Source: an optimization exercise on an open RTL-to-GDS flow (aim: small area). Production flows keep margins and buffers that such runs may drop.
RTL that was checked went through simulation tests only; none was proved equivalent to the original.
No functional check of the RTL was part of runs 1, 3 and 7.
Power and IR drop assume default switching activity.

File: flow/design.v
`timescale 1ns/1ps
`default_nettype none
module knob_calc_top (
        input  logic         clk,
        input  logic         reset,
        input  logic         rot,
        input  logic [3:0]   bits,
        output logic [127:0] line1,
        output logic [127:0] line2
);
        logic        rot_q;
        logic [3:0]  c;
        logic [2:0]  opcode;
        logic [3:0]  lo;
        logic [4:0]  addr;
        logic [15:0] tmp_a;      
        logic [15:0] tmp_b;      
        logic        pend;       
        logic        wr_pend;    
        logic        disp_q;
        logic [2:0]  p;
        logic        clr;
        logic [15:0] l1;
        logic [15:0] l2;
        logic        shown;
        logic [15:0] ring [4][8];
        wire turn = rot & ~rot_q;
        wire op_write  = (opcode == 3'd0);
        wire op_read   = (opcode == 3'd1);
        wire op_pair   = (opcode == 3'd2);
        wire op_sub    = (opcode == 3'd6);
        wire op_shift  = (opcode == 3'd7);
        wire op_addsub = (opcode == 3'd5) || op_sub;
        logic [3:0] c_last;
        always_comb begin
                case (opcode)
                        3'd1:    c_last = 4'd4;
                        3'd2:    c_last = 4'd6;
                        3'd7:    c_last = 4'd7;
                        default: c_last = 4'd8;
                endcase
        end
        wire t_lo   = turn && !op_write && ((c == 4'd1) || (c == 4'd3 && !op_read) || (c == 4'd5 && op_addsub))
                   || turn && op_write && (c == 4'd1);
        wire t_hi   = turn && !op_write && ((c == 4'd2) || (c == 4'd4 && !op_read) || (c == 4'd6 && op_addsub))
                   || turn && op_write && (c == 4'd2);
        wire t_read = t_hi && ((c == 4'd2 && !op_write) || (c == 4'd4 && (op_pair || op_addsub)));
        wire t_data = turn && op_write && (c >= 4'd3) && (c <= 4'd6);
        wire t_shft = turn && op_shift && (c == 4'd5);
        wire t_add  = turn && op_addsub && (c == 4'd7);
        wire t_wr   = (turn && op_write && (c == 4'd6)) || t_shft || t_add;
        wire second = c[2] && (c[1] || c[0]);
        wire        rmatch = (addr[1:0] == p[1:0]);
        wire        tap4 = addr[2] ^ p[2];
        wire [15:0] rraw = tap4 ? ring[addr[4:3]][4] : ring[addr[4:3]][0];
        wire [15:0] rv = clr ? 16'h0000 : rraw;
        wire        cap = pend && rmatch;
        wire        cap_a = cap && (op_pair ? !second : second);
        wire        cap_b = cap && !cap_a;
        wire [15:0] sum = tmp_b + (tmp_a ^ {16{op_sub}}) + {15'd0, op_sub};
        wire        wnow = wr_pend && (addr[2:0] == p);
        wire [15:0] wdata = clr ? 16'h0000 : tmp_b;
        always_ff @(posedge clk) begin
                for (int r = 0; r < 4; r++) begin
                        for (int k = 0; k < 7; k++)
                                ring[r][k] <= ring[r][k+1];
                        ring[r][7] <= (clr || (wnow && addr[4:3] == r[1:0])) ? wdata : ring[r][0];
                end
        end
        always_ff @(posedge clk) begin
                if (reset) begin
                        rot_q   <= 1'b0;
                        c       <= 4'd0;
                        pend    <= 1'b0;
                        wr_pend <= 1'b0;
                        disp_q  <= 1'b0;
                        p       <= 3'd0;
                        clr     <= 1'b1;
                end else begin
                        rot_q  <= rot;
                        disp_q <= 1'b0;
                        p      <= p + 3'd1;
                        if (p == 3'd7)
                                clr <= 1'b0;
                        if (cap)
                                pend <= 1'b0;
                        if (t_read)
                                pend <= 1'b1;
                        if (wnow)
                                wr_pend <= 1'b0;
                        if (t_wr)
                                wr_pend <= 1'b1;
                        if (turn) begin
                                if (c == 4'd0) begin
                                        if (bits[2:0] != 3'd3 && bits[2:0] != 3'd4)
                                                c <= 4'd1;
                                end else if (c == c_last) begin
                                        c      <= 4'd0;
                                        disp_q <= 1'b1;
                                end else begin
                                        c <= c + 4'd1;
                                end
                        end
                end
        end
        always_ff @(posedge clk) begin
                if (turn && c == 4'd0)
                        opcode <= bits[2:0];
                if (t_lo)
                        lo <= bits;
                if (t_hi)
                        addr <= {bits[0], lo};
                if (cap_a)
                        tmp_a <= rv;
                if (cap_b)
                        tmp_b <= rv;
                else if (t_add)
                        tmp_b <= sum;
                else if (t_shft)
                        tmp_b <= tmp_b << bits;
                else if (t_data)
                        tmp_b <= {bits, tmp_b[15:4]};
        end
        always_ff @(posedge clk) begin
                if (reset) begin
                        l1    <= 16'h0000;
                        l2    <= 16'h0000;
                        shown <= 1'b0;
                end else if (disp_q) begin
                        l1    <= op_pair ? tmp_a : {11'd0, addr};
                        l2    <= tmp_b;
                        shown <= 1'b1;
                end
        end
        for (genvar i = 0; i < 16; i++) begin : g_char
                assign line1[i*8 +: 8] = {2'b00, shown, shown, 3'b000, l1[i]};
                assign line2[i*8 +: 8] = {2'b00, shown, shown, 3'b000, l2[i]};
        end
endmodule
`default_nettype wire
File: flow/flow/run.sh
#!/bin/bash
# Layout flow: the standard flow (standard.sh), with
#  - smaller port buffers and a clock tree without dummy loads (ORFS env knobs),
#  - the constant-0 output ports of eight characters sharing one tie cell
#    (flow/ties.tcl, run on the placed design before clock tree synthesis).
# Each tool's output goes to a log file of its own in the work folder.
set -euo pipefail
W=$(pwd)
export RESULTS=$W/orfs/results/$FLOW_PLATFORM/knob_calc_top/base
export BUFFER_PORTS_ARGS="-buffer_cell sky130_fd_sc_hd__buf_1"
export CTS_ARGS="-sink_clustering_enable -repair_clock_nets -dont_use_dummy_load $(cat $W/flow/cts_args.txt)"
bash standard.sh place > $W/log_standard_place.log 2>&1
openroad -no_init -exit $W/flow/ties.tcl > $W/log_ties.log 2>&1
bash standard.sh > $W/log_standard_finish.log 2>&1
File: flow/flow/cts_args.txt
-sink_clustering_size 20 -sink_clustering_max_diameter 60 -buf_list sky130_fd_sc_hd__clkbuf_8
File: flow/flow/ties.tcl
# Let the constant-0 output ports of eight neighbouring characters share a single
# tie cell. repair_tie_fanout gives every constant port a tie cell of its own;
# here the ports line<n>[8i+k] of characters 8j to 8j+7 (n = 1, 2) are put on
# the net of one of them and the other tie cells are deleted.
read_db $::env(RESULTS)/3_place.odb
set block [ord::get_db_block]
array set keep {}
set removed 0
foreach inst [$block getInsts] {
  if {[[$inst getMaster] getName] ne "sky130_fd_sc_hd__conb_1"} { continue }
  set net [[$inst findITerm LO] getNet]
  if {$net eq "NULL"} { continue }
  set bterms [$net getBTerms]
  if {[llength $bterms] != 1 || [llength [$net getITerms]] != 1} { continue }
  set bt [lindex $bterms 0]
  if {![regexp {^(line[12])\[(\d+)\]$} [$bt getName] -> ln bit]} { continue }
  set key "$ln/[expr {$bit / 64}]"
  if {![info exists keep($key)]} {
    set keep($key) $net
    continue
  }
  $bt disconnect
  $bt connect $keep($key)
  odb::dbInst_destroy $inst
  odb::dbNet_destroy $net
  incr removed
}
puts "ties.tcl: removed $removed tie cells, [array size keep] kept"
write_db $::env(RESULTS)/3_place.odb
File: flow/standard.sh
#!/bin/bash
# synth_recipe.tcl (not shown) runs the flow's synth.tcl, then flattens the netlist and writes it again
# the make line also repeats each setting of config.mk as NAME=value (left out here)
make -C /OpenROAD-flow-scripts/flow DESIGN_CONFIG=/design/flow/config.mk WORK_HOME=/design/flow/orfs CLKGATE_MAP_FILE= SYNTH_SCRIPT=/design/flow/synth_recipe.tcl "${@:-finish}"
File: flow/config.mk
export PLATFORM = sky130hd
export DESIGN_NAME = knob_calc_top
export DESIGN_NICKNAME = knob_calc_top
export VERILOG_FILES = /design/flow/design.v
export SDC_FILE = /design/flow/constraint.sdc
export NUM_CORES = 4
export LEC_CHECK = 0
export CAP_MARGIN = 20
export CORE_MARGIN = 2
export CORE_UTILIZATION = 40
export SLEW_MARGIN = 20
File: flow/constraint.sdc
create_clock -name core_clock -period 5.0 [get_ports {clk}]
set_input_delay 1.0000 -clock core_clock [delete_from_list [all_inputs] [get_ports {clk}]]
set_output_delay 1.0000 -clock core_clock [all_outputs]
set_load 0.01 [all_outputs]
==> metrics.cfg, run 1 <==
[status]
outcome=complete, no violations

[synth]
synth_fa_ha_area_share_pct=1.52
postSynthAreaPerCell_um2=12.6
syn_inst=1536
synthArstFlopShare_pct=0
synth_compound_gate_area_share_pct=4.96
ys_ff_latch=601
synth_top_area_cell=dfxtp_1
netlist_area_um2=19400
netlist.area_leader.share_pct=57.6
yosysSeqAreaShare_pct=64.4
synth_warnings=2
muxShareOfSynthArea_pct=9.72
synthSimpleGateAreaFrac_pct=6.94
synthTopCellsByArea=dfxtp_1 58%, buf_4 9.1%, edfxtp_1 6.8%
post_synth_num_cell_types=74
synth_top_family_by_area=buffers and inverters
synth_edf_count=44
ys.flop_type=dfxtp_1
synth_xor_xnor_area_share_pct=1.62

[die]
fp-row-count=80
io_pins=263
dieArea_um2=50200
fp.dieW_um=224
start_util_pct=40.6
die_y_um=224
core_um2=47700

[finish]
fin_nets=1436
n_antenna_cell=0
design_area_um2=19200
postLayoutCoreUtil_pct=40.2
final_common_cell=dfxtp_1
nFillCells=4445
drive_gt1_share_pct=8.62
syn2layout_area_growth_pct=-0.930
most-common-layout-cells=554 x dfxtp_1, 126 x nor2_1, 101 x buf_1

[clock_network]
postCtsSetupBuffers=0
cts_max_path_buffers=3
cts_sinks=601
cts_resized=0
cts_root_buf=clkbuf_8
cts_buffers=39
h-tree-depth=2
cts_tree=done
clkTransAtPathRegs_ns=0.11
postCtsHoldBufs=0
clk_latency_ns=0.60

[setup_path]
startpoint_type=flip-flop
critical_path_arrival_ns=3.92
crit_required_ns=5.41
end_kind=flip-flop
worstSetupPathType=reg -> reg
cp_max_fo=12

[detailed_routing]
wl_per_cell_um=18.5
drc=0
viasPerCell=4.87
ant_nets=0
drtPass1Iterations=5
drt_first_iter_violations=660
finalWirelength_mm=37.4
routed-via-count=9835

[power_and_ir_drop]
p_total_w=0.00715
ir_drop_uv=147
p_leak_nw=6.90
cellPowerDensity_nw_per_um2=373

[timing]
rsz0062_at_grt=false
fin_tns_setup_ns=0
hold_viol_final=0
drv_slew=0
worst_hold_slack_ns=0.270
finalSetupViolCount=0
tightest_slew_ns=1.05
relSlewSlack_pct=29.8
post-route-min-period_ns=3.51
fmaxAchievable_mhz=285
fin_crit_sh_pct=70.3
skew_ns=0.0828

[placed_design]
hpwl_mm=24.0
place.gp.congestion=0.935
port_buffers=102
dpl_cell_area_um2=19200

[grt]
grt_max_degree=73
overflow=0
grt.total_usage_pct=14.8
grt_pass1_wl_mm=57.1
grt_pass1_vias=9530
antenna_found_initial=0

[flow_run]
maxCapViolCount=0

[worst_hold_path]
hold_class=reg -> reg

-- Yosys cell counts, types with 4 or more instances --
cell      count
dfxtp_1     557
nor3_1        7
a211oi_1     15
nand3_1      20
o21ai_0      17
buf_2        15
buf_1         5
nand4_1       7
o22ai_1       5
mux2_2        6
inv_1        15
ha_1         22
nand2b_1     16
mux4_2       37
buf_4       234
xor2_1        9
a31oi_1       6
nor2b_1      10
nor2_1      126
a21o_1        4
nand2_1      74
a21oi_1      56
xnor2_1      23
edfxtp_1     44
clkbuf_1     28
mux2i_1      98
and2_1        4
-- metrics by stage --
step	cells	worst slack, ns
global route	2019	1.29
CTS	2019	1.43
floorplan	1695	1.19
global placement	2136	1.43
finish	2019	1.49
detailed placement	2136	1.44
-- kinds of logic (layout without fill, tap and decap cells) --
| logic type | after synthesis | after routing |
|---|---|---|
| DFF | 601 | 601 |
| buffers and inverters | 304 | 169 |
| and+or+nand+nor | 286 | 286 |
| AOI/OAI and AO/OA | 146 | 146 |
| muxes | 141 | 141 |
| xor gates and xnor gates | 34 | 34 |
| adders and majority gates | 23 | 23 |
| other | 1 | 4 |
-- critical path, cell delays in order (launching register included) --
cell and delay (ns):
edfxtp_1 0.55, nor2b_1 0.25, nand2_1 0.35, buf_4 0.34
xnor2_1 0.19, ha_1 0.31, a21o_1 0.20, a21oi_1 0.22
o21ai_1 0.20, a31o_2 0.32, o311a_1 0.29, a211oi_1 0.18
-- path summary, 6_finish.rpt --
| check | from | to | slack (ns) | depth (start not counted) |
|---|---|---|---|---|
| hold / removal | ring[11][4] | ring[10][4] | 0.27 | 0 |
| setup reg to reg | opcode[1] | tmp_b[12] | 1.49 | 11 |
| setup / recovery | opcode[1] | tmp_b[12] | 1.49 | 11 |
| hold reg to reg | ring[11][4] | ring[10][4] | 0.27 | 0 |
-- layer usage --
| layer | track usage, % | vias up | wire length, um |
|---|---|---|---|
| li1 | - | 4646 | - |
| met1 | 19.8 | 4771 | 17200 |
| met2 | 24.8 | 361 | 17600 |
| met3 | 2.09 | 57 | 1700 |
| met4 | 4.47 | 0 | 892 |
| met5 | 0 | - | 0 |
-- layout make-up --
type                            count  area (um2)  share of cell area, %
Clock buffer                       39         537                   2.80
Inverter                           15        56.3                  0.293
Multi-Input combinational cell    634        4850                   25.3
Sequential cell                   601       12500                   65.0
Tap cell                          615         769                   4.01
Timing Repair Buffer              115         494                   2.58
-- where the power goes --
group | leakage, nW | internal [W] | switching (W)
clock network | 0.280 | 0.000707 | 0.00134
registers | 4.92 | 0.00485 | 0.0000133
logic | 1.71 | 0.0000650 | 0.000178
-- state kept, by name (all words and copies together) (netlist names), 3 cells and up --
signal,count
l1,16
l2,16
tmp_b,16
tmp_a,16
lo,4
c,4
ring,512
addr,5
opcode,3
p,3
==> run 2, diff against run 1 <==
--- a/flow/design.v
+++ b/flow/design.v
@@ -57,7 +57,7 @@
         wire        cap = pend && rmatch;
         wire        cap_a = cap && (op_pair ? !second : second);
         wire        cap_b = cap && !cap_a;
-        wire [15:0] sum = tmp_b + (tmp_a ^ {16{op_sub}}) + {15'd0, op_sub};
+        wire [15:0] sum = op_sub ? tmp_b - tmp_a : tmp_b + tmp_a;
         wire        wnow = wr_pend && (addr[2:0] == p);
         wire [15:0] wdata = clr ? 16'h0000 : tmp_b;
         always_ff @(posedge clk) begin
==> flow/flow/cts_args.txt (replaced) <==
-sink_clustering_size 36 -sink_clustering_max_diameter 80 -buf_list sky130_fd_sc_hd__clkbuf_16
==> run 2 against run 1 <==
Effect of this change: sequential power barely moved; area after synthesis barely moved; design area rose by 1.0%; die area barely moved; power rose by 3.2%; synthesized cell count rose by 2.0%; critical path depth did not move; largest cell class unchanged.
==> metrics.cfg, run 2 <==
[timing]
post-route-min-period_ns=3.61
tightest_slew_ns=1.01
fmaxAchievable_mhz=277
fin_tns_setup_ns=0
fin_crit_sh_pct=72.1
skew_ns=0.0688
relSlewSlack_pct=32.8
hold_viol_final=0
rsz0062_at_grt=false
finalSetupViolCount=0
drv_slew=0

[clock_network]
postCtsSetupBuffers=0
h-tree-depth=1
postCtsHoldBufs=0
cts_sinks=601
clkTransAtPathRegs_ns=0.12
cts_tree=done
cts_buffers=26
cts_root_buf=clkbuf_16
cts_resized=0
clk_latency_ns=0.59
cts_max_path_buffers=3

[setup_path]
critical_path_arrival_ns=3.88
crit_path_top_delay_cell=or4_4
cp_max_fo=9
crit_required_ns=5.28
startpoint_type=flip-flop
worstSetupPathType=reg -> reg
end_kind=flip-flop
max_stage_delay_ns=0.58
crit_chain=or4_4 -> or4_4 -> o31ai_1 -> xor2_1 -> ha_1 -> a21oi_1 -> nor2b_1 -> o31ai_1 -> nand2_1 -> xnor2_1 -> a21oi_1

[detailed_routing]
routed-via-count=9878
drtPass1Iterations=5
wl_per_cell_um=18.3
drc=0
drt_first_iter_violations=650
ant_nets=0
viasPerCell=4.86
finalWirelength_mm=37.2

[synth]
yosysSeqAreaShare_pct=64.4
netlist_area_um2=19400
synth_edf_count=44
synth_top_area_cell=dfxtp_1
netlist.area_leader.share_pct=57.6
postSynthAreaPerCell_um2=12.4
post_synth_num_cell_types=66
ys.flop_type=dfxtp_1
synthArstFlopShare_pct=0
yosysMostFrequentCell=dfxtp_1
ys_ff_latch=601
synth_warnings=2
syn_inst=1567
synthTopCellsByArea=dfxtp_1 58%, buf_4 8.8%, edfxtp_1 6.8%
ys_top_cells_by_count=557 x dfxtp_1, 226 x buf_4, 132 x nor2_1, 103 x mux2i_1, 70 x a21oi_1

[worst_hold_path]
hold_class=reg -> reg

[die]
core_um2=47700
dieArea_um2=50200
io_pins=263
die_y_um=224
fp.dieW_um=224
start_util_pct=40.5
fp-row-count=80

[grt]
antenna_found_initial=0
grt_max_degree=66
grt.total_usage_pct=14.7
grt_pass1_vias=9549
overflow=0
grt_pass1_wl_mm=57.1

[finish]
drive_gt1_share_pct=6.98
syn2layout_area_growth_pct=0.103
most-common-layout-cells=554 x dfxtp_1, 132 x nor2_1, 103 x mux2i_1
seqCellArea_um2=12500
design_area_um2=19400
fin_nets=1451
largest_register_ffs=512
final_common_cell=dfxtp_1
multiInputGateArea_um2=4940
regMostFlops=ring
n_antenna_cell=0
nFillCells=4471

[power_and_ir_drop]
ir_drop_uv=219
cellPowerDensity_nw_per_um2=381
p_leak_nw=6.97

[flow_run]
maxCapViolCount=0

[placed_design]
place.gp.congestion=0.852
dpl_cell_area_um2=19300
hpwl_mm=24.3
port_buffers=102

[status]
outcome=complete, no violations

## run 2: changes by cell type after synthesis, sizes merged, moves of 5 or more
cell,before,now
xor2,10,21
nand2b,16,22
a21oi,57,71
clkbuf,29,46
nor2b,10,16
buf,260,247
a211oi,15,10
nor2,128,134
o21ai,18,25
nand2,75,62
mux2i,98,103
xnor2,24,14
## run 2: cells by family (layout without fill, tap and decap cells)
kind of cell	Yosys count	after routing	synth area share (%)
AND/OR/NAND/NOR	287	287	6.79
adder cells (fa/ha/maj)	23	23	1.53
buffers and inverters	304	153	10.4
other	1	4	0.0194
XOR/XNOR	35	35	1.62
flip-flops	601	601	64.4
multiplexers	144	144	9.69
AO/OA/AOI/OAI	172	172	5.57
## run 2: path summary, 6_finish.rpt
kind	startpoint	end	slack (ns)	cells after the start
hold reg to reg	ring[23][15]	ring[22][15]	0.27	0
hold / removal	ring[23][15]	ring[22][15]	0.27	0
setup / recovery	tmp_a[4]	tmp_b[14]	1.39	11
setup reg to reg	tmp_a[4]	tmp_b[14]	1.39	11
## run 2: final cells by class
| type | count | area share [%] |
|---|---|---|
| Inverter | 11 | 0.213 |
| Tap cell | 615 | 3.97 |
| Multi-Input combinational cell | 665 | 25.5 |
| Sequential cell | 601 | 64.4 |
| Timing Repair Buffer | 116 | 2.59 |
| Clock buffer | 26 | 3.36 |
## run 2: stage by stage
stage | power (W) | util [%] | setup WS [ns] | hold WS (ns) | instances
finish | 0.00738 | 40.6 | 1.39 | 0.269 | 2034
global route | 0.00766 | 40.6 | 1.19 | 0.271 | 2034
CTS | 0.00745 | 40.6 | 1.42 | 0.273 | 2034
detailed placement | 0.00521 | 40.4 | 1.48 | 0.312 | 2164
global placement | 0.00520 | 40.4 | 1.50 | 0.310 | 2164
floorplan | 0.00525 | - | 1.68 | 0.310 | 1726
## run 2: worst max-delay path: cells and delay by family (launching register included)
| kind | cells | cell delay, ns |
|---|---|---|
| flip-flops | 1 | 0.49 |
| AO/OA/AOI/OAI | 4 | 0.87 |
| adder cells (fa/ha/maj) | 1 | 0.35 |
| AND/OR/NAND/NOR | 4 | 1.24 |
| XOR/XNOR | 2 | 0.35 |
## run 2: where the power goes
group	total [W]	switching, W	leakage (nW)	internal, W
combinational	0.000244	0.000175	1.77	0.0000684
sequential	0.00486	0.0000157	4.87	0.00485
clock	0.00227	0.00134	0.320	0.000932
total	0.00738	0.00153	6.97	0.00585
## run 2: metal layers
layer | track usage, % | wire [um] | vias to the layer above | part of all wire (%)
met2 | 24.0 | 17000 | 312 | 46
met1 | 20.8 | 17800 | 4806 | 48
met3 | 1.89 | 1580 | 44 | 4.3
met4 | 3.70 | 825 | 0 | 2.2
li1 | - | - | 4716 | -
met5 | 0 | 0 | - | 0
==> run 3, diff against run 2 <==
--- a/flow/design.v
+++ b/flow/design.v
@@ -40,8 +40,6 @@
                         default: c_last = 4'd8;
                 endcase
         end
-        wire t_lo   = turn && !op_write && ((c == 4'd1) || (c == 4'd3 && !op_read) || (c == 4'd5 && op_addsub))
-                   || turn && op_write && (c == 4'd1);
         wire t_hi   = turn && !op_write && ((c == 4'd2) || (c == 4'd4 && !op_read) || (c == 4'd6 && op_addsub))
                    || turn && op_write && (c == 4'd2);
         wire t_read = t_hi && ((c == 4'd2 && !op_write) || (c == 4'd4 && (op_pair || op_addsub)));
@@ -106,7 +104,7 @@
         always_ff @(posedge clk) begin
                 if (turn && c == 4'd0)
                         opcode <= bits[2:0];
-                if (t_lo)
+                if (turn)
                         lo <= bits;
                 if (t_hi)
                         addr <= {bits[0], lo};
==> flow/flow/cts_args.txt (replaced) <==
-sink_clustering_size 20 -sink_clustering_max_diameter 60 -buf_list sky130_fd_sc_hd__clkbuf_8
==> run 3 against run 2 <==
Effect of this change: setup slack worse by 0.22 ns; flip-flop and latch count unchanged; fmax shrank 5.7%; highest routed layer unchanged; clock skew increased by 0.011 ns.
==> metrics.cfg, run 3 <==
[status]
outcome=complete, no violations

[finish]
final_common_cell=dfxtp_1
design_area_um2=19200
n_antenna_cell=0
most-common-layout-cells=554 x dfxtp_1, 134 x nor2_1, 101 x mux2i_1, 101 x buf_1, 75 x nand2_1
regMostFlops=ring
largest_register_ffs=512
drive_gt1_share_pct=8.29
fin_nets=1456
syn2layout_area_growth_pct=-1.04

[worst_hold_path]
min_to=ring[29][8]
hold_class=reg -> reg
min_from=ring[30][8]
min_path_cells=0

[clock_network]
clkTransAtPathRegs_ns=0.11
postCtsHoldBufs=0
cts_buffers=40
cts_sinks=601
cts_max_path_buffers=3
cts_root_buf=clkbuf_8
clk_latency_ns=0.59
postCtsSetupBuffers=0
cts_resized=0
cts_tree=done
h-tree-depth=2

[placed_design]
hpwl_mm=23.3
place.gp.congestion=0.881
port_buffers=102
dpl_cell_area_um2=19200

[timing]
fmaxAchievable_mhz=262
post-route-min-period_ns=3.82
skew_ns=0.0802
hold_viol_final=0
fin_crit_sh_pct=76.4
fin_tns_setup_ns=0
relSlewSlack_pct=30.7
tightest_slew_ns=1.04
drv_slew=0
finalSetupViolCount=0
rsz0062_at_grt=false

[detailed_routing]
viasPerCell=4.85
drt_first_iter_violations=756
drtPass1Iterations=5
drc=0
routed-via-count=9890
ant_nets=0
wl_per_cell_um=17.9
finalWirelength_mm=36.5

[synth]
syn_inst=1560
synthArstFlopShare_pct=0
netlist.area_leader.share_pct=57.4
postSynthAreaPerCell_um2=12.4
synth_warnings=2
ys_top_cells_by_count=557 x dfxtp_1, 234 x buf_4, 134 x nor2_1, 101 x mux2i_1, 75 x nand2_1
synth_top_area_cell=dfxtp_1
netlist_area_um2=19400
ys.flop_type=dfxtp_1
ys_ff_latch=601
yosysMostFrequentCell=dfxtp_1
synth_edf_count=44
yosysSeqAreaShare_pct=64.2
synthTopCellsByArea=dfxtp_1 57%, buf_4 9.0%, edfxtp_1 6.8%
post_synth_num_cell_types=76

[grt]
grt_max_degree=66
grt_pass1_vias=9565
grt_pass1_wl_mm=56.2
overflow=0
antenna_found_initial=0
grt.total_usage_pct=14.4

[flow_run]
maxCapViolCount=0

[setup_path]
cp_max_fo=6
reg2reg_depth=14
crit_required_ns=5.44
regToRegStartpoint=tmp_a[1]
r2r_slack_ns=1.18
startpoint_type=flip-flop
regToRegEndpoint=tmp_b[15]
worstSetupPathType=reg -> reg
end_kind=flip-flop
critical_path_arrival_ns=4.26

[die]
io_pins=263
fp.dieW_um=224
die_y_um=224
core_um2=47800
fp-row-count=80
dieArea_um2=50300
start_util_pct=40.6

[power_and_ir_drop]
ir_drop_uv=171
p_leak_nw=7.00
cellPowerDensity_nw_per_um2=372

run 3: cell count changes in the layout (fill, tap and decap cells not counted), moves of 7 or more:
cell | before | now
clkbuf_16 | 26 | 0
clkbuf_8 | 0 | 40
nand2_1 | 62 | 75
nand2b_1 | 22 | 13
nor2b_1 | 15 | 8
nor3_1 | 2 | 9
o21ai_0 | 19 | 11
run 3: how the worst max path moves through the flow:
stage | end | slack [ns] | start | cells after the start
final | tmp_b[15] | 1.18 | tmp_a[1] | 14
after global routing | tmp_b[15] | 0.86 | tmp_a[4] | 12
after global placement | tmp_b[15] | 1.25 | tmp_a[0] | 14
after CTS | tmp_b[15] | 1.22 | tmp_a[0] | 14
after detailed placement | tmp_b[15] | 1.21 | tmp_a[0] | 14
after floorplan | tmp_b[15] | 1.53 | tmp_a[0] | 14
run 3: through the flow:
| stage | power (W) | hold slack, ns | util [%] | setup slack, ns | std cells |
|---|---|---|---|---|---|
| 5_1_grt | 0.00743 | 0.290 | 40.2 | 0.859 | 2039 |
| 3_5_place_dp | 0.00518 | 0.312 | 40.2 | 1.21 | 2155 |
| 4_1_cts | 0.00723 | 0.296 | 40.2 | 1.22 | 2039 |
| 2_1_floorplan | 0.00524 | 0.310 | - | 1.53 | 1719 |
| 3_3_place_gp | 0.00518 | 0.310 | 40.2 | 1.25 | 2155 |
| 6_report | 0.00715 | 0.303 | 40.2 | 1.18 | 2039 |
run 3: logic make-up (layout without fill, tap and decap cells):
| group | Yosys count | in the layout | share of synthesized area [%] |
|---|---|---|---|
| simple gates | 297 | 297 | 6.92 |
| fa+ha+maj | 23 | 23 | 1.52 |
| xor+xnor | 34 | 34 | 1.68 |
| buf+inv | 306 | 167 | 10.8 |
| flops | 601 | 601 | 64.2 |
| other cells | 1 | 4 | 0.0193 |
| mux | 143 | 143 | 9.73 |
| compound gates | 155 | 155 | 5.07 |
run 3: layout make-up:
class | count | area [um2]
Tap cell | 615 | 769
Inverter | 14 | 52.6
Timing Repair Buffer | 113 | 492
Clock buffer | 40 | 551
Multi-Input combinational cell | 656 | 4870
Sequential cell | 601 | 12500
Fill cell | 4468 | 28600
run 3: routing by layer:
| metal | up-vias | share of wire, % | global-route usage (%) | routed length, um |
|---|---|---|---|---|
| li1 | 4702 | - | - | - |
| met1 | 4783 | 47 | 19.9 | 17100 |
| met2 | 357 | 46 | 23.5 | 16700 |
| met3 | 48 | 5.5 | 2.55 | 2000 |
| met4 | 0 | 1.8 | 3.80 | 648 |
| met5 | - | 0 | 0 | 0 |
run 3: critical path, stage by stage, from the launching register on:
cell	delay, ns
edfxtp_1	0.43
inv_1	0.10
ha_1	0.15
nor2b_1	0.23
nand2_1	0.12
or4_1	0.48
o31ai_1	0.26
xor2_1	0.20
ha_1	0.32
and3_1	0.23
a221oi_1	0.28
o221ai_1	0.16
xnor3_1	0.38
a221oi_2	0.27
a21o_1	0.11
run 3: where the power goes:
group	switching, W	internal [W]	total, W
sequential	0.0000122	0.00484	0.00486
combinational	0.000165	0.0000614	0.000226
clock	0.00134	0.000724	0.00206
==> run 4, diff against run 3 <==
--- a/flow/design.v
+++ b/flow/design.v
@@ -55,7 +55,7 @@
         wire        cap = pend && rmatch;
         wire        cap_a = cap && (op_pair ? !second : second);
         wire        cap_b = cap && !cap_a;
-        wire [15:0] sum = op_sub ? tmp_b - tmp_a : tmp_b + tmp_a;
+        wire [15:0] sum = tmp_b + (tmp_a ^ {16{op_sub}}) + {15'd0, op_sub};
         wire        wnow = wr_pend && (addr[2:0] == p);
         wire [15:0] wdata = clr ? 16'h0000 : tmp_b;
         always_ff @(posedge clk) begin
==> run 4 against run 3 <==
Effect of this change: highest routed layer is now met5; flip-flop and latch count stayed put; wire length increased by 2.8%; still clean; largest power group unchanged; critical path depth fell by 3; fmax up 10%; utilization barely moved; clock skew shrank 0.0017 ns; non-clock buffer count grew 5; final cell count shrank 0.98%.
==> metrics.cfg, run 4 <==
[synth]
syn_inst=1535
post_synth_num_cell_types=64
ys_ff_latch=601
synthArstFlopShare_pct=0
synthTopCellsByArea=dfxtp_1 58%, buf_4 9.2%, edfxtp_1 6.9%
yosysSeqAreaShare_pct=64.8
netlist_area_um2=19200
ys_top_cells_by_count=557 x dfxtp_1, 236 x buf_4, 129 x nor2_1, 101 x mux2i_1, 66 x a21oi_1
ys.flop_type=dfxtp_1
synth_edf_count=44
synth_warnings=2
yosysMostFrequentCell=dfxtp_1
postSynthAreaPerCell_um2=12.5
synth_top_area_cell=dfxtp_1
netlist.area_leader.share_pct=58.0

[grt]
use_met2_pct=23.7
grt.total_usage_pct=15.1
busiest_layer=met2
met3_usage_pct=3.29
overflow=0
grt_pass1_wl_mm=57.1
antenna_found_initial=1
grtUsageMet1_pct=20.5
grt_pass1_vias=9532
grt_max_degree=66

[clock_network]
postCtsHoldBufs=0
cts_resized=0
postCtsSetupBuffers=0
cts_max_path_buffers=3
cts_sinks=601
clkTransAtPathRegs_ns=0.11
clk_latency_ns=0.62
cts_tree=done
h-tree-depth=2
cts_buffers=41
cts_root_buf=clkbuf_8

[flow_run]
maxCapViolCount=0

[status]
outcome=complete, no violations

[power_and_ir_drop]
ir_drop_uv=147
cellPowerDensity_nw_per_um2=375
p_leak_nw=6.93

[setup_path]
worstSetupPathType=reg -> reg
crit_path_top_delay_cell=edfxtp_1
critical_path_arrival_ns=3.84
crit_chain=nand3b_1 -> buf_4 -> xnor2_1 -> ha_1 -> a31oi_2 -> o221ai_4 -> and4_4 -> o31ai_2 -> a21oi_1 -> or4_1 -> and3_1
startpoint_type=flip-flop
end_kind=flip-flop
crit_required_ns=5.37
r2r_slack_ns=1.53
max_stage_delay_ns=0.58
cp_max_fo=17

[timing]
fin_crit_sh_pct=69.5
fmaxAchievable_mhz=288
tightest_slew_ns=1.00
drv_slew=0
relSlewSlack_pct=32.9
hold_viol_final=0
finalSetupViolCount=0
fin_tns_setup_ns=0
skew_ns=0.0786
rsz0062_at_grt=false
setup_ws_ns=1.53
post-route-min-period_ns=3.47

[placed_design]
dp_slack_ns=1.53
dpl_cell_area_um2=19100
port_buffers=102
hpwl_mm=24.3
place.gp.congestion=0.891

[finish]
nFillCells=4500
drive_gt1_share_pct=8.33
fin_nets=1436
regMostFlops=ring
n_antenna_cell=0
most-common-layout-cells=554 x dfxtp_1, 129 x nor2_1, 101 x mux2i_1, 101 x buf_1, 66 x a21oi_1
syn2layout_area_growth_pct=-0.663
design_area_um2=19100
largest_register_ffs=512
final_common_cell=dfxtp_1

[die]
io_pins=263
dieArea_um2=49900
fp-row-count=80
core_um2=47600
start_util_pct=40.4
die_y_um=223
fp.dieW_um=223

[detailed_routing]
viasPerCell=4.82
wl_per_cell_um=18.6
drt_first_iter_violations=979
drtPass1Iterations=6
routed-via-count=9728
drc=0
finalWirelength_mm=37.5
ant_nets=0

[worst_hold_path]
hold_class=reg -> reg

[run 4: cell types whose count changed in the layout (fill, tap and decap cells not counted), moves of 4 or more]
cell / previous run / this run
o21ai_0: 11 / 18
nor2_1: 134 / 129
nand3_1: 21 / 27
buf_4: 9 / 15
a21oi_1: 71 / 66
o21ai_1: 4 / 0
a31oi_1: 9 / 5
nand2_1: 75 / 62
xnor2_1: 17 / 21
[run 4: logic make-up after synthesis]
group / after synthesis / share of synthesized area, %
compound gates: 146 / 4.86
mux: 142 / 9.76
xor+xnor: 35 / 1.63
buf+inv: 308 / 10.8
other cells: 1 / 0.0195
simple gates: 279 / 6.60
flops: 601 / 64.8
fa+ha+maj: 23 / 1.53
[run 4: path summary, 6_finish.rpt]
| kind | startpoint | to | cells after the start |
|---|---|---|---|
| hold / removal | ring[2][8] | ring[1][8] | 0 |
| setup / recovery | opcode[0] | tmp_b[15] | 11 |
| setup reg to reg | opcode[0] | tmp_b[15] | 11 |
| hold reg to reg | ring[2][8] | ring[1][8] | 0 |
[run 4: layer usage]
layer,routed length [um],vias up
met2,16600,409
met1,17300,4629
met5,8,-
met3,2480,71
met4,1020,2
li1,-,4617
[run 4: final cells by class]
type	instances	area (um2)	area share (%)
multi-input combinational	629	4730	24.7
inverter	15	56.3	0.295
timing repair buffer	118	517	2.70
sequential	601	12500	65.3
clock buffer	41	564	2.95
tap	615	769	4.03
[run 4: through the flow]
| step | utilization, % | power (W) | cells | hold slack [ns] |
|---|---|---|---|---|
| 2_1_floorplan | - | 0.00523 | 1694 | 0.310 |
| 3_3_place_gp | 40.2 | 0.00518 | 2134 | 0.310 |
| 3_5_place_dp | 40.2 | 0.00518 | 2134 | 0.312 |
| 4_1_cts | 40.1 | 0.00726 | 2019 | 0.271 |
| 5_1_grt | 40.1 | 0.00747 | 2019 | 0.271 |
| 6_report | 40.1 | 0.00717 | 2019 | 0.267 |
[run 4: worst max-delay path, delay by kind of cell, from the launching register on]
kind,cells,cell delay (ns)
and+or+nand+nor,4,1.11
xor gates and xnor gates,1,0.28
buffers and inverters,1,0.25
AOI/OAI and AO/OA,4,0.72
adders and majority gates,1,0.32
DFF,1,0.58
[run 4: report_power, final]
part,switching [W],internal [W]
Combinational,0.000165,0.0000600
Sequential,0.0000133,0.00484
Clock,0.00135,0.000740
Total,0.00153,0.00564
==> run 5, diff against run 4 <==
==> flow/flow/cts_args.txt (replaced) <==
-sink_clustering_size 22 -sink_clustering_max_diameter 60 -buf_list sky130_fd_sc_hd__clkbuf_8
==> run 5 against run 4 <==
Effect of this change: fmax up 0.50%; final cell count fell by 0.20%; setup slack gained 0.017 ns; area after synthesis unchanged; design area decreased by 0.29%; wire length decreased by 0.28%; critical path depth is the same; via count shrank 0.43%; register-to-register slack improved by 0.02 ns; clock skew up 0.0048 ns; still clean; first-iteration DRC count fell by 9.9%; sequential share of layout area rose by 0.19 points.
==> metrics.cfg, run 5 <==
[status]
outcome=complete, no violations

[detailed_routing]
wl_per_cell_um=18.5
viasPerCell=4.81
routed-via-count=9686
drtPass1Iterations=7
ant_nets=0
drt_first_iter_violations=882
drc=0
finalWirelength_mm=37.4

[timing]
relSlewSlack_pct=32.2
tightest_slew_ns=1.01
drv_slew=0
setup_ws_ns=1.54
fin_tns_setup_ns=0
fin_crit_sh_pct=69.1
skew_ns=0.0834
finalSetupViolCount=0
fmaxAchievable_mhz=289
post-route-min-period_ns=3.46
rsz0062_at_grt=false
hold_viol_final=0

[setup_path]
worstSetupPathType=reg -> reg
crit_required_ns=5.34
critical_path_arrival_ns=3.80
startpoint_type=flip-flop
end_kind=flip-flop
cp_max_fo=17

[die]
die_y_um=223
fp.dieW_um=223
start_util_pct=40.4
dieArea_um2=49900
io_pins=263
fp-row-count=80
core_um2=47600

[placed_design]
port_buffers=102
place.gp.congestion=0.891
dpl.cell_count=2134
dpl_cell_area_um2=19100
hpwl_mm=24.3
dp_slack_ns=1.53

[finish]
most-common-layout-cells=554 x dfxtp_1, 129 x nor2_1, 101 x mux2i_1, 101 x buf_1, 66 x a21oi_1
fin_nets=1432
drive_gt1_share_pct=8.07
final_common_cell=dfxtp_1
n_antenna_cell=0
largest_register_ffs=512
design_area_um2=19100
regMostFlops=ring
stdcell_count=2015
syn2layout_area_growth_pct=-0.950

[grt]
grt_max_degree=66
grtUsageMet1_pct=20.5
overflow=0
antenna_found_initial=1
use_met2_pct=23.1
grt_pass1_wl_mm=56.9
grt.total_usage_pct=15.0
met3_usage_pct=3.42
busiest_layer=met2
grt_pass1_vias=9454

[synth]
synthArstFlopShare_pct=0
yosysMostFrequentCell=dfxtp_1
syn_inst=1535
ys.flop_type=dfxtp_1
ys_ff_latch=601
synth_top_area_cell=dfxtp_1
muxShareOfSynthArea_pct=9.76
ys_top_cells_by_count=557 x dfxtp_1, 236 x buf_4, 129 x nor2_1, 101 x mux2i_1, 66 x a21oi_1
synthTopCellsByArea=dfxtp_1 58%, buf_4 9.2%, edfxtp_1 6.9%
netlist.area_leader.share_pct=58.0
postSynthAreaPerCell_um2=12.5
synth_fa_ha_area_share_pct=1.53
synth_xor_xnor_area_share_pct=1.63
yosysSeqAreaShare_pct=64.8
synthSimpleGateAreaFrac_pct=6.60
synth_compound_gate_area_share_pct=4.86
synth_warnings=2
synth_top_family_by_area=buffers and inverters
synth_edf_count=44
netlist_area_um2=19200
post_synth_num_cell_types=64

[clock_network]
cts_tree=done
postCtsSetupBuffers=0
cts_max_path_buffers=3
postCtsHoldBufs=0
cts_sinks=601
clkTransAtPathRegs_ns=0.12
h-tree-depth=2
cts_root_buf=clkbuf_8
clk_latency_ns=0.60
cts_resized=0
cts_buffers=37

[worst_hold_path]
hold_class=reg -> reg

[power_and_ir_drop]
cellPowerDensity_nw_per_um2=372
p_leak_nw=6.90
ir_drop_uv=139

[flow_run]
maxCapViolCount=0

run 5: cell counts after synthesis:
No cell type changed its count.
run 5: cell families after synthesis:
family          count (synthesis)
flops                         601
simple gates                  279
fa+ha+maj                      23
other cells                     1
compound gates                146
buf+inv                       308
xor+xnor                       35
mux                           142
run 5: critical path, stage by stage (launching register included):
cell and delay [ns]:
edfxtp_1 0.57, nand3b_1 0.24, buf_4 0.25, xnor2_1 0.28, ha_1 0.32, a31oi_2 0.22, o221ai_4 0.15, and4_4 0.22
o31ai_2 0.22, a21oi_1 0.13, or4_1 0.48, and3_1 0.18
run 5: stage by stage:
stage                     hold WS, ns  power (W)  utilization (%)
after floorplan                 0.310    0.00523                -
after global placement          0.310    0.00518             40.2
after detailed placement        0.312    0.00518             40.2
after CTS                       0.287    0.00717             40.0
after global routing            0.297    0.00738             40.0
final                           0.285    0.00710             40.0
run 5: layout make-up:
type | instances | area [um2]
Sequential cell | 601 | 12500
Multi-Input combinational cell | 629 | 4730
Timing Repair Buffer | 118 | 517
Clock buffer | 37 | 509
Inverter | 15 | 56.3
Fill cell | 4486 | 28600
Tap cell | 615 | 769
run 5: worst paths after layout:
| kind | from | endpoint | slack (ns) | depth (start not counted) |
|---|---|---|---|---|
| hold / removal | ring[22][5] | ring[21][5] | 0.28 | 0 |
| setup reg to reg | opcode[0] | tmp_b[15] | 1.54 | 11 |
| hold reg to reg | ring[22][5] | ring[21][5] | 0.28 | 0 |
| setup / recovery | opcode[0] | tmp_b[15] | 1.54 | 11 |
run 5: layer usage:
metal  routed length (um)  share of wire (%)  vias to the layer above
li1                     -                  -                     4608
met1                17200                 46                     4586
met2                16300                 44                      430
met3                 2690                7.2                       60
met4                 1200                3.2                        2
met5                   13              0.035                        -
run 5: report_power, final:
| part | switching (W) | leakage, nW | total (W) | internal [W] |
|---|---|---|---|---|
| registers | 0.0000132 | 4.91 | 0.00486 | 0.00485 |
| logic | 0.000165 | 1.72 | 0.000225 | 0.0000600 |
| clock network | 0.00134 | 0.266 | 0.00201 | 0.000673 |
| total | 0.00152 | 6.90 | 0.00710 | 0.00558 |
==> run 6, diff against run 5 <==
==> flow/flow/cts_args.txt (replaced) <==
-sink_clustering_size 22 -sink_clustering_max_diameter 50 -buf_list sky130_fd_sc_hd__clkbuf_8
--- a/flow/config.mk
+++ b/flow/config.mk
@@ -7,5 +7,6 @@
 export LEC_CHECK = 0
 export CAP_MARGIN = 20
 export CORE_MARGIN = 2
-export CORE_UTILIZATION = 40
+export CORE_UTILIZATION = 65
+export PLACE_DENSITY = 0.75
 export SLEW_MARGIN = 20
==> run 6 against run 5 <==
Effect of this change: still clean; design area down 1.3%; via count rose by 1.4%; non-clock buffer count rose by 1; setup slack worse by 0.30 ns; combinational power barely moved; sequential share of layout area increased by 0.84 points; global-route usage grew 8.3 points; clock power hardly changed; first-iteration DRC count decreased by 5.1%; critical path type unchanged; largest cell class unchanged; highest routed layer is now met4.
==> metrics.cfg, run 6 <==
[clock_network]
h-tree-depth=2
cts_sinks=601
clk_latency_ns=0.58
cts_tree=done
postCtsSetupBuffers=0
cts_root_buf=clkbuf_8
postCtsHoldBufs=0
clkTransAtPathRegs_ns=0.12
cts_resized=0
cts_max_path_buffers=3
cts_buffers=40

[timing]
setup_ws_ns=1.25
skew_ns=0.0712
finalSetupViolCount=0
fin_tns_setup_ns=0
fin_crit_sh_pct=75.1
relSlewSlack_pct=26.6
fmaxAchievable_mhz=266
drv_slew=0
rsz0062_at_grt=false
hold_viol_final=0
post-route-min-period_ns=3.75
tightest_slew_ns=1.09

[die]
fp.dieW_um=176
fp-row-count=62
core_um2=28900
dieArea_um2=31000
start_util_pct=66.5
io_pins=263
die_y_um=176

[finish]
largest_register_ffs=512
most-common-layout-cells=554 x dfxtp_1, 129 x nor2_1, 101 x mux2i_1, 101 x buf_1, 66 x a21oi_1
regMostFlops=ring
syn2layout_area_growth_pct=-2.20
drive_gt1_share_pct=8.33
fin_nets=1436
n_antenna_cell=0
final_common_cell=dfxtp_1

[detailed_routing]
wl_per_cell_um=19.9
highest_layer=met4
viasPerCell=5.49
drt_first_iter_violations=837
drtPass1Iterations=6
drc=0
dr_wl_met2_mm=15.9
met3_length_mm=2.39
drt-met1-wl_mm=16.0
finalWirelength_mm=35.5
ant_nets=0
routed-via-count=9825

[synth]
netlist.area_leader.share_pct=58.0
synth_top_area_cell=dfxtp_1
synth_edf_count=44
ys_ff_latch=601
synth_warnings=2
ys.flop_type=dfxtp_1
post_synth_num_cell_types=64
ys_top_cells_by_count=557 x dfxtp_1, 236 x buf_4, 129 x nor2_1, 101 x mux2i_1, 66 x a21oi_1
yosysMostFrequentCell=dfxtp_1
syn_inst=1535
netlist_area_um2=19200
synthArstFlopShare_pct=0
synthTopCellsByArea=dfxtp_1 58%, buf_4 9.2%, edfxtp_1 6.9%
yosysSeqAreaShare_pct=64.8
postSynthAreaPerCell_um2=12.5

[grt]
grt_pass1_wl_mm=54.9
overflow=0
grt_max_degree=82
grt.total_usage_pct=23.3
grt_pass1_vias=9575
antenna_found_initial=0

[placed_design]
port_buffers=102
hpwl_mm=23.1
place.gp.congestion=0.941
dp_slack_ns=1.30

[setup_path]
end_kind=flip-flop
startpoint_type=flip-flop
crit_required_ns=5.29
worstSetupPathType=reg -> reg
cp_max_fo=12
critical_path_arrival_ns=4.04

[power_and_ir_drop]
p_seq_share_pct=68.3
p_sw_w=0.00149
cellPowerDensity_nw_per_um2=378
switching_share_pct=20.9
p_comb_share_pct=3.1
clockPowerShare_pct=28.6
ir_drop_uv=213
p_int_w=0.00563
p_leak_nw=6.93

[flow_run]
maxCapViolCount=0

[status]
outcome=complete, no violations

[worst_hold_path]
hold_class=reg -> reg

-- run 6: cell counts after synthesis --
Identical to the previous run, type by type.
-- run 6: power by group through the flow --
stage	registers (W)	logic (W)	clock network (W)
after floorplan	0.00496	0.000273	0
after global placement	0.00497	0.000211	0
after detailed placement	0.00497	0.000212	0
after CTS	0.00486	0.000213	0.00210
after global routing	0.00486	0.000243	0.00227
final	0.00486	0.000222	0.00204
-- run 6: worst paths after layout --
kind | startpoint | to | slack, ns | cells past startpoint
setup / recovery | opcode[0] | tmp_b[15] | 1.25 | 10
hold / removal | ring[6][14] | ring[5][14] | 0.29 | 0
setup reg to reg | opcode[0] | tmp_b[15] | 1.25 | 10
hold reg to reg | ring[6][14] | ring[5][14] | 0.29 | 0
-- run 6: cells by family after synthesis --
family / count (synthesis) / synth area share [%]
other cells: 1 / 0.0195
fa+ha+maj: 23 / 1.53
buf+inv: 308 / 10.8
mux: 142 / 9.76
flops: 601 / 64.8
compound gates: 146 / 4.86
xor+xnor: 35 / 1.63
simple gates: 279 / 6.60
-- run 6: metrics by stage --
step                      utilization [%]  hold WS [ns]  instance area, um2  power (W)  instances
after floorplan                         -         0.310               19800    0.00523       1694
after global placement               65.1         0.310               18800    0.00518       1904
after detailed placement             65.1         0.312               18800    0.00518       1904
after CTS                            65.0         0.296               18800    0.00717       1788
after global routing                 65.0         0.297               18800    0.00737       1788
final                                65.0         0.294               18800    0.00711       1788
-- run 6: area by class of cell --
type	count	area, um2
Inverter	15	56.3
Sequential cell	601	12500
Multi-Input combinational cell	629	4730
Fill cell	2193	10100
Timing Repair Buffer	119	524
Clock buffer	40	551
Tap cell	384	480
-- run 6: routing by layer --
| metal | track usage, % | up-vias |
|---|---|---|
| li1 | - | 4611 |
| met3 | 4.31 | 72 |
| met5 | 0 | - |
| met1 | 32.6 | 4688 |
| met2 | 36.6 | 454 |
| met4 | 8.20 | 0 |
-- run 6: critical path: stages, from the launching register on --
cell      delay (ns)
edfxtp_1        0.57
nand3b_1        0.59
xnor2_1         0.46
ha_1            0.32
a31oi_2         0.23
o221ai_4        0.16
and4_4          0.24
o31ai_2         0.21
a21oi_1         0.11
or4_1           0.47
and3_1          0.18
==> run 7, diff against run 6 <==
--- a/flow/design.v
+++ b/flow/design.v
@@ -49,9 +49,8 @@
         wire t_wr   = (turn && op_write && (c == 4'd6)) || t_shft || t_add;
         wire second = c[2] && (c[1] || c[0]);
         wire        rmatch = (addr[1:0] == p[1:0]);
-        wire        tap4 = addr[2] ^ p[2];
-        wire [15:0] rraw = tap4 ? ring[addr[4:3]][4] : ring[addr[4:3]][0];
-        wire [15:0] rv = clr ? 16'h0000 : rraw;
+        wire        tap4 = (addr[2] ^ p[2]) || clr;
+        wire [15:0] rv = tap4 ? ring[addr[4:3]][4] : ring[addr[4:3]][0];
         wire        cap = pend && rmatch;
         wire        cap_a = cap && (op_pair ? !second : second);
         wire        cap_b = cap && !cap_a;
==> flow/flow/cts_args.txt (replaced) <==
-sink_clustering_size 20 -sink_clustering_max_diameter 60 -buf_list sky130_fd_sc_hd__clkbuf_8
--- a/flow/config.mk
+++ b/flow/config.mk
@@ -7,6 +7,5 @@
 export LEC_CHECK = 0
 export CAP_MARGIN = 20
 export CORE_MARGIN = 2
-export CORE_UTILIZATION = 65
-export PLACE_DENSITY = 0.75
+export CORE_UTILIZATION = 40
 export SLEW_MARGIN = 20
==> run 7 against run 6 <==
Effect of this change: flip-flop and latch count unchanged; die area increased by 62%; synthesized cell count decreased by 2.3%; sequential share of layout area decreased by 1.1 points; power increased by 0.22%; design area increased by 1.7%; final cell count increased by 11%; highest routed layer unchanged; clock skew increased by 0.0083 ns; first-iteration DRC count decreased by 36%; count of clock-buffer cells in the layout decreased by 1; register-to-register slack got worse by 0.28 ns; global-route usage decreased by 8.5 points.
==> metrics.cfg, run 7 <==
[synth]
netlist_area_um2=19300
yosysMostFrequentCell=dfxtp_1
ys_ff_latch=601
synthTopCellsByArea=dfxtp_1 58%, buf_4 8.9%, edfxtp_1 6.8%
netlist.area_leader.share_pct=57.7
yosysSeqAreaShare_pct=64.5
synth_warnings=2
ys.flop_type=dfxtp_1
ys_top_cells_by_count=557 x dfxtp_1, 230 x buf_4, 121 x nor2_1, 98 x mux2i_1
syn_inst=1499
synthArstFlopShare_pct=0
postSynthAreaPerCell_um2=12.9
synth_top_area_cell=dfxtp_1
post_synth_num_cell_types=75
synth_edf_count=44

[finish]
seqCellArea_um2=12500
final_common_cell=dfxtp_1
multiInputGateArea_um2=4860
nFillCells=4446
fin_nets=1394
regMostFlops=ring
most-common-layout-cells=554 x dfxtp_1, 121 x nor2_1, 100 x buf_1
largest_register_ffs=512
syn2layout_area_growth_pct=-1.05
n_antenna_cell=0
drive_gt1_share_pct=10.1

[setup_path]
cp_max_fo=16
critical_path_arrival_ns=4.39
cp_top_family=compound AO/OA/AOI/OAI gates
timing.critical_path.buf_inv=0
startpoint_type=flip-flop
crit_path_top_delay_cell=edfxtp_1
max_stage_delay_ns=0.66
end_kind=flip-flop
crit_chain=nor2b_1 -> nand2_1 -> xnor2_1 -> fa_1 -> a211oi_1 -> o21ai_1 -> o31ai_1 -> o21ai_0 -> xnor2_1 -> a211oi_1
cp-startpoint=opcode[1]
regToRegStartpoint=opcode[1]
crit_required_ns=5.36
worstSetupPathType=reg -> reg

[clock_network]
clk_latency_ns=0.61
postCtsHoldBufs=0
clkTransAtPathRegs_ns=0.11
cts_tree=done
cts_resized=0
postCtsSetupBuffers=0
cts_buffers=39
cts_max_path_buffers=3
cts_sinks=601
cts_root_buf=clkbuf_8
h-tree-depth=2

[grt]
antenna_found_initial=0
overflow=0
grt_pass1_wl_mm=56.6
grt.total_usage_pct=14.8
grt_pass1_vias=9441
grt_max_degree=67

[die]
fp-row-count=80
die_y_um=224
dieArea_um2=50100
core_um2=47700
start_util_pct=40.5
fp.dieW_um=224
io_pins=263

[timing]
fin_crit_sh_pct=80.7
skew_ns=0.0795
setup_ws_ns=0.967
relSlewSlack_pct=28.4
drv_slew=0
fin_tns_setup_ns=0
hold_viol_final=0
post-route-min-period_ns=4.03
tightest_slew_ns=1.07
fmaxAchievable_mhz=248
rsz0062_at_grt=false
finalSetupViolCount=0

[placed_design]
place.gp.congestion=0.894
hpwl_mm=23.3
port_buffers=102
dp_slack_ns=1.09

[worst_hold_path]
hold_class=reg -> reg
min_from=ring[22][13]

[status]
outcome=complete, no violations

[detailed_routing]
drt_first_iter_violations=539
viasPerCell=4.85
wl_per_cell_um=18.6
finalWirelength_mm=36.8
drc=0
ant_nets=0
routed-via-count=9580
drtPass1Iterations=7

[power_and_ir_drop]
ir_drop_uv=160
cellPowerDensity_nw_per_um2=373
p_leak_nw=6.94

[flow_run]
maxCapViolCount=0

-- run 7: logic make-up after synthesis --
family          count (synthesis)  synth area share (%)
compound gates                130                  4.63
xor+xnor                       35                  1.62
fa+ha+maj                      23                  1.53
buf+inv                       299                  10.6
flops                         601                  64.5
mux                           157                  10.8
other cells                     1                0.0194
simple gates                  253                  6.35
-- run 7: layout make-up --
type | count | share of cell area (%)
tap | 615 | 4.02
multi-input combinational | 602 | 25.4
sequential | 601 | 65.2
clock buffer | 39 | 2.81
timing repair buffer | 110 | 2.33
inverter | 10 | 0.196
-- run 7: per-layer routing --
metal  vias up  track usage, %  part of all wire, %
met5         -               0                    0
met3        59            2.30                  4.6
met4         0            4.19                  2.1
met1      4672            20.0                   46
li1       4514               -                    -
met2       335            24.6                   47
-- run 7: stage by stage --
stage                     util [%]  total power [W]  std cells  hold WS [ns]  instance area, um2
final                         40.1          0.00713       1977         0.257               19100
after global routing          40.1          0.00743       1977         0.261               19100
after CTS                     40.1          0.00722       1977         0.257               19100
after detailed placement      40.2          0.00519       2094         0.312               19200
after global placement        40.2          0.00518       2094         0.310               19200
after floorplan                  -          0.00525       1658         0.310               19900
-- run 7: worst paths after layout --
path / end / slack, ns / depth (start not counted)
worst max-delay path: tmp_b[12] / 0.97 / 10
worst min-delay path: ring[21][13] / 0.26 / 0
worst max register to register: tmp_b[12] / 0.97 / 10
worst min register to register: ring[21][13] / 0.26 / 0
-- run 7: worst reg2reg max path: cells and delay by family, from the launching register on --
family                     cells  cell delay, ns
DFF                            1            0.66
AOI/OAI and AO/OA              5            1.34
xor gates and xnor gates       2            0.52
adders and majority gates      1            0.51
and+or+nand+nor                2            0.79
-- run 7: power breakdown --
group | internal [W] | switching, W
Clock | 0.000707 | 0.00134
Sequential | 0.00484 | 0.0000147
Combinational | 0.0000641 | 0.000161
Total | 0.00562 | 0.00151
==> run 8, diff against run 7 <==
--- a/flow/design.v
+++ b/flow/design.v
@@ -43,10 +43,10 @@
         wire t_hi   = turn && !op_write && ((c == 4'd2) || (c == 4'd4 && !op_read) || (c == 4'd6 && op_addsub))
                    || turn && op_write && (c == 4'd2);
         wire t_read = t_hi && ((c == 4'd2 && !op_write) || (c == 4'd4 && (op_pair || op_addsub)));
-        wire t_data = turn && op_write && (c >= 4'd3) && (c <= 4'd6);
+        wire t_data = turn && op_write && (c >= 4'd4) && (c <= 4'd7);
         wire t_shft = turn && op_shift && (c == 4'd5);
         wire t_add  = turn && op_addsub && (c == 4'd7);
-        wire t_wr   = (turn && op_write && (c == 4'd6)) || t_shft || t_add;
+        wire t_wr   = (turn && op_write && (c == 4'd7)) || t_shft || t_add;
         wire second = c[2] && (c[1] || c[0]);
         wire        rmatch = (addr[1:0] == p[1:0]);
         wire        tap4 = (addr[2] ^ p[2]) || clr;
@@ -56,12 +56,11 @@
         wire        cap_b = cap && !cap_a;
         wire [15:0] sum = tmp_b + (tmp_a ^ {16{op_sub}}) + {15'd0, op_sub};
         wire        wnow = wr_pend && (addr[2:0] == p);
-        wire [15:0] wdata = clr ? 16'h0000 : tmp_b;
         always_ff @(posedge clk) begin
                 for (int r = 0; r < 4; r++) begin
                         for (int k = 0; k < 7; k++)
                                 ring[r][k] <= ring[r][k+1];
-                        ring[r][7] <= (clr || (wnow && addr[4:3] == r[1:0])) ? wdata : ring[r][0];
+                        ring[r][7] <= (clr || (wnow && addr[4:3] == r[1:0])) ? tmp_b : ring[r][0];
                 end
         end
         always_ff @(posedge clk) begin
@@ -109,14 +108,18 @@
                         addr <= {bits[0], lo};
                 if (cap_a)
                         tmp_a <= rv;
-                if (cap_b)
+        end
+        always_ff @(posedge clk) begin
+                if (reset)
+                        tmp_b <= 16'h0000;
+                else if (cap_b)
                         tmp_b <= rv;
                 else if (t_add)
                         tmp_b <= sum;
                 else if (t_shft)
                         tmp_b <= tmp_b << bits;
                 else if (t_data)
-                        tmp_b <= {bits, tmp_b[15:4]};
+                        tmp_b <= {lo, tmp_b[15:4]};
         end
         always_ff @(posedge clk) begin
                 if (reset) begin
==> run 8 against run 7 <==
Effect of this change: register-to-register slack improved by 0.26 ns; sequential share of layout area fell by 0.51 points; critical path depth did not move; wire length fell by 0.42%; die area fell by 0.45%; critical endpoint is now tmp_b[12]; fmax rose by 7.0%; via count fell by 0.21%.
==> metrics.cfg, run 8 <==
[status]
outcome=complete, no violations

[finish]
regMostFlops=ring
design_area_um2=19000
largest_register_ffs=512
final_common_cell=dfxtp_1
syn2layout_area_growth_pct=-1.13
drive_gt1_share_pct=14.3
fin_nets=1371
n_antenna_cell=0
stdcell_count=1954
most-common-layout-cells=571 x dfxtp_1, 101 x buf_1, 86 x mux2_2

[timing]
relSlewSlack_pct=28.1
drv_slew=0
rsz0062_at_grt=false
fin_tns_setup_ns=0
fin_crit_sh_pct=75.4
worst_hold_slack_ns=0.271
fmaxAchievable_mhz=265
hold_viol_final=0
finalSetupViolCount=0
post-route-min-period_ns=3.77
skew_ns=0.0679
tightest_slew_ns=1.08

[detailed_routing]
finalWirelength_mm=36.6
routed-via-count=9560
viasPerCell=4.89
drc=0
drt_first_iter_violations=566
drtPass1Iterations=5
ant_nets=0
wl_per_cell_um=18.7

[synth]
yosysSeqAreaShare_pct=64.0
netlist_area_um2=19200
synthTopCellsByArea=dfxtp_1 60%, buf_4 9.1%, mux2_2 5.0%
synth_top_area_cell=dfxtp_1
postSynthAreaPerCell_um2=13.0
post_synth_num_cell_types=72
synth_edf_count=28
synth_warnings=2
ys.flop_type=dfxtp_1
ys_ff_latch=601
yosysMostFrequentCell=dfxtp_1
ys_top_cells_by_count=573 x dfxtp_1, 232 x buf_4, 86 x mux2_2, 61 x nor2_1, 48 x a21oi_1
syn_inst=1475
netlist.area_leader.share_pct=59.6
synthArstFlopShare_pct=0

[flow_run]
maxCapViolCount=0

[power_and_ir_drop]
p_total_w=0.00706
p_int_w=0.00557
p_leak_nw=7.30
p_seq_share_pct=68.5
p_sw_w=0.00149
cellPowerDensity_nw_per_um2=371
ir_drop_uv=268
switching_share_pct=21.0
p_comb_share_pct=2.5
clockPowerShare_pct=28.9

[setup_path]
crit_path_top_delay_cell=and3b_1
end_kind=flip-flop
endpoint=tmp_b[12]
crit_required_ns=5.44
regToRegStartpoint=opcode[0]
cp_top_family=compound AO/OA/AOI/OAI gates
crit_top_cell=xor2_1
worstSetupPathType=reg -> reg
reg2reg_depth=10
r2r_slack_ns=1.23
critical_path_arrival_ns=4.21
cp_num_cells=10
regToRegEndpoint=tmp_b[12]
timing.critical_path.buf_inv=1
crit_chain=and3b_1 -> buf_4 -> xor2_1 -> ha_1 -> a211oi_1 -> o211ai_1 -> a2111o_1 -> a31oi_1 -> xor2_1 -> a2111oi_0
cp-startpoint=opcode[0]
cp_max_fo=13
max_stage_delay_ns=0.59
startpoint_type=flip-flop

[die]
dieArea_um2=49900
fp.dieW_um=223
fp-row-count=80
core_um2=47600
io_pins=263
die_y_um=223
start_util_pct=40.4

[grt]
grt_max_degree=66
overflow=0
grt_pass1_vias=9437
grt.total_usage_pct=14.6
grt_pass1_wl_mm=56.2
antenna_found_initial=2

[worst_hold_path]
hold_class=reg -> reg

[placed_design]
port_buffers=102
dpl.cell_count=2071
hpwl_mm=23.3
dpl_cell_area_um2=19100
place.gp.congestion=0.905

[clock_network]
postCtsSetupBuffers=0
cts_root_buf=clkbuf_8
h-tree-depth=2
cts_buffers=39
cts_resized=0
postCtsHoldBufs=0
clkTransAtPathRegs_ns=0.11
cts_max_path_buffers=3
cts_sinks=601
cts_tree=done
clk_latency_ns=0.58

-- run 8: layout make-up --
cell class | instances | area (um2)
clock buffers | 39 | 537
fillers | 4499 | 28600
inverters | 14 | 52.6
multi-input cells | 568 | 4860
flip-flops and latches | 601 | 12300
well taps | 615 | 769
repair buffers | 117 | 497
-- run 8: worst register-to-register path, cell delays in order, from the launching register on --
cell,delay (ns)
edfxtp_1,0.56
and3b_1,0.59
buf_4,0.33
xor2_1,0.18
ha_1,0.32
a211oi_1,0.38
o211ai_1,0.21
a2111o_1,0.42
a31oi_1,0.21
xor2_1,0.08
a2111oi_0,0.37
-- run 8: worst min path at each step --
stage	startpoint	slack, ns	end	cells past startpoint
after floorplan	ring[1][0]	0.31	ring[0][0]	0
after global routing	ring[7][15]	0.27	ring[6][15]	0
final	ring[7][15]	0.27	ring[6][15]	0
after CTS	ring[7][15]	0.27	ring[6][15]	0
after detailed placement	ring[9][8]	0.31	ring[8][8]	0
after global placement	ring[11][9]	0.31	ring[10][9]	0
-- run 8: through the flow --
stage / utilization, % / setup slack (ns)
after global routing: 39.9 / 0.963
after detailed placement: 40.0 / 1.15
after floorplan: - / 1.65
after CTS: 39.9 / 1.22
after global placement: 40.0 / 1.21
final: 39.9 / 1.23
-- run 8: cell families after synthesis --
family                     after synthesis  synth area share [%]
other                                    1                0.0195
muxes                                  157                  11.6
and+or+nand+nor                        200                  5.08
xor gates and xnor gates                34                  1.55
buffers and inverters                  309                  11.0
AOI/OAI and AO/OA                      150                  5.28
adders and majority gates               23                  1.53
DFF                                    601                  64.0
-- run 8: power by group through the flow --
stage          registers [W]  clock network [W]  logic (W)
2_1_floorplan        0.00494                  0   0.000247
3_3_place_gp         0.00495                  0   0.000169
3_5_place_dp         0.00495                  0   0.000170
4_1_cts              0.00484            0.00213   0.000171
5_1_grt              0.00484            0.00230   0.000195
6_report             0.00484            0.00204   0.000178
-- run 8: per-layer routing --
layer / up-vias / share of wire (%) / GRT usage (%)
met3: 61 / 5.3 / 2.74
li1: 4479 / - / -
met5: - / 0.085 / 0
met1: 4669 / 47 / 20.1
met4: 4 / 2.1 / 4.13
met2: 347 / 46 / 23.4
==> run 9, diff against run 8 <==
==> flow/flow/cts_args.txt (replaced) <==
-sink_clustering_size 21 -sink_clustering_max_diameter 60 -buf_list sky130_fd_sc_hd__clkbuf_8
==> run 9 against run 8 <==
Effect of this change: flip-flop and latch count stayed put; critical path depth unchanged; first-iteration DRC count increased by 7.8%; utilization about the same; sequential share of layout area about the same; setup slack got worse by 0.0031 ns; synthesized cell count is the same; area after synthesis did not move; via count is 0.24% lower; worst hold slack got worse by 0.0014 ns; final cell count hardly changed; global-route usage about the same; critical endpoint unchanged; largest cell class unchanged.
==> metrics.cfg, run 9 <==
[synth]
synth_edf_count=28
synth_xor_xnor_area_share_pct=1.55
ys.flop_type=dfxtp_1
synth_compound_gate_area_share_pct=5.28
muxShareOfSynthArea_pct=11.6
netlist.area_leader.share_pct=59.6
post_synth_num_cell_types=72
netlist_area_um2=19200
synth_top_area_cell=dfxtp_1
postSynthAreaPerCell_um2=13.0
synth_top_family_by_area=multiplexers
synthSimpleGateAreaFrac_pct=5.08
syn_inst=1475
yosysSeqAreaShare_pct=64.0
synth_warnings=2
synthArstFlopShare_pct=0
synthTopCellsByArea=dfxtp_1 60%, buf_4 9.1%, mux2_2 5.0%
yosysMostFrequentCell=dfxtp_1

[finish]
design_area_um2=19000
regMostFlops=ring
final_common_cell=dfxtp_1
drive_gt1_share_pct=14.3

[clock_network]
postCtsSetupBuffers=0
clkTransAtPathRegs_ns=0.11
cts_resized=0
postCtsHoldBufs=0
cts_tree=done
cts_max_path_buffers=3
h-tree-depth=2
cts_root_buf=clkbuf_8

[detailed_routing]
routed-via-count=9537
finalWirelength_mm=36.5
wl_per_cell_um=18.7
drt_first_iter_violations=610
drc=0
drtPass1Iterations=5
ant_nets=0

[placed_design]
hpwl_mm=23.3
port_buffers=102

[setup_path]
startpoint_type=flip-flop
worstSetupPathType=reg -> reg
crit_path_top_delay_cell=and3b_1
end_kind=flip-flop
cp_max_fo=13
crit_required_ns=5.45
crit_top_cell=xor2_1
max_stage_delay_ns=0.59

[grt]
grt_pass1_wl_mm=55.9
overflow=0
grt.total_usage_pct=14.5
grt_pass1_vias=9451
antenna_found_initial=2

[power_and_ir_drop]
cellPowerDensity_nw_per_um2=370
p_leak_nw=7.29

[die]
fp.dieW_um=223
start_util_pct=40.4
dieArea_um2=49900
core_um2=47600
io_pins=263
die_y_um=223

[timing]
relSlewSlack_pct=29.3
skew_ns=0.0784
fmaxAchievable_mhz=265
tightest_slew_ns=1.06
fin_tns_setup_ns=0
drv_slew=0
post-route-min-period_ns=3.77
rsz0062_at_grt=false

[worst_hold_path]
hold_class=reg -> reg

[status]
outcome=complete, no violations

[flow_run]
maxCapViolCount=0

[run 9: cell counts after synthesis]
Identical to the previous run, type by type.
[run 9: layout make-up]
| class | count | area (um2) |
|---|---|---|
| fill | 4490 | 28600 |
| sequential | 601 | 12300 |
| multi-input combinational | 568 | 4860 |
| tap | 615 | 769 |
| clock buffer | 38 | 523 |
| timing repair buffer | 117 | 497 |
| inverter | 14 | 52.6 |
[run 9: routing by layer]
metal	vias to the layer above	global-route usage (%)	wire length, um
met5	-	0	31
met3	75	2.57	1780
met4	4	4.56	919
li1	4473	-	-
met1	4639	20.0	17300
met2	346	23.4	16400
[run 9: cells by family after synthesis]
| group | count (synthesis) |
|---|---|
| DFF | 601 |
| buffers and inverters | 309 |
| and+or+nand+nor | 200 |
| muxes | 157 |
| AOI/OAI and AO/OA | 150 |
| xor gates and xnor gates | 34 |
| adders and majority gates | 23 |
| other | 1 |
[run 9: report_power, final]
| group | switching, W | internal (W) | leakage, nW |
|---|---|---|---|
| Combinational | 0.000136 | 0.0000421 | 2.12 |
| Sequential | 0.0000127 | 0.00483 | 4.90 |
| Clock | 0.00133 | 0.000689 | 0.273 |
[run 9: critical path, delay by kind of cell, from the launching register on]
kind            cells  cell delay [ns]
compound gates      5             1.58
simple gates        1             0.59
flops               1             0.57
buf+inv             1             0.32
fa+ha+maj           1             0.32
xor+xnor            2             0.25
[run 9: per-stage QoR]
step	power [W]	util (%)	worst slack (ns)	hold slack [ns]	instances
final	0.00703	39.9	1.23	0.269	1953
after global routing	0.00729	39.9	0.963	0.265	1953
after CTS	0.00711	39.9	1.22	0.266	1953
after detailed placement	0.00512	40.0	1.15	0.312	2071
after global placement	0.00512	40.0	1.21	0.310	2071
after floorplan	0.00519	-	1.65	0.310	1634
[run 9: final timing paths]
| check | from | cells after the start | endpoint | slack, ns |
|---|---|---|---|---|
| worst max register to register | opcode[0] | 10 | tmp_b[12] | 1.23 |
| worst min register to register | ring[7][15] | 0 | ring[6][15] | 0.27 |
| worst max-delay path | opcode[0] | 10 | tmp_b[12] | 1.23 |
| worst min-delay path | ring[7][15] | 0 | ring[6][15] | 0.27 |

Setup slack of run 9, layout unchanged: 1.228 ns with ideal ports, 1.228 ns with driving cells assumed (clock clkbuf_16, inputs buf_2), 1.033 ns with port delays also shifted by the 0.610 ns mid clock arrival.
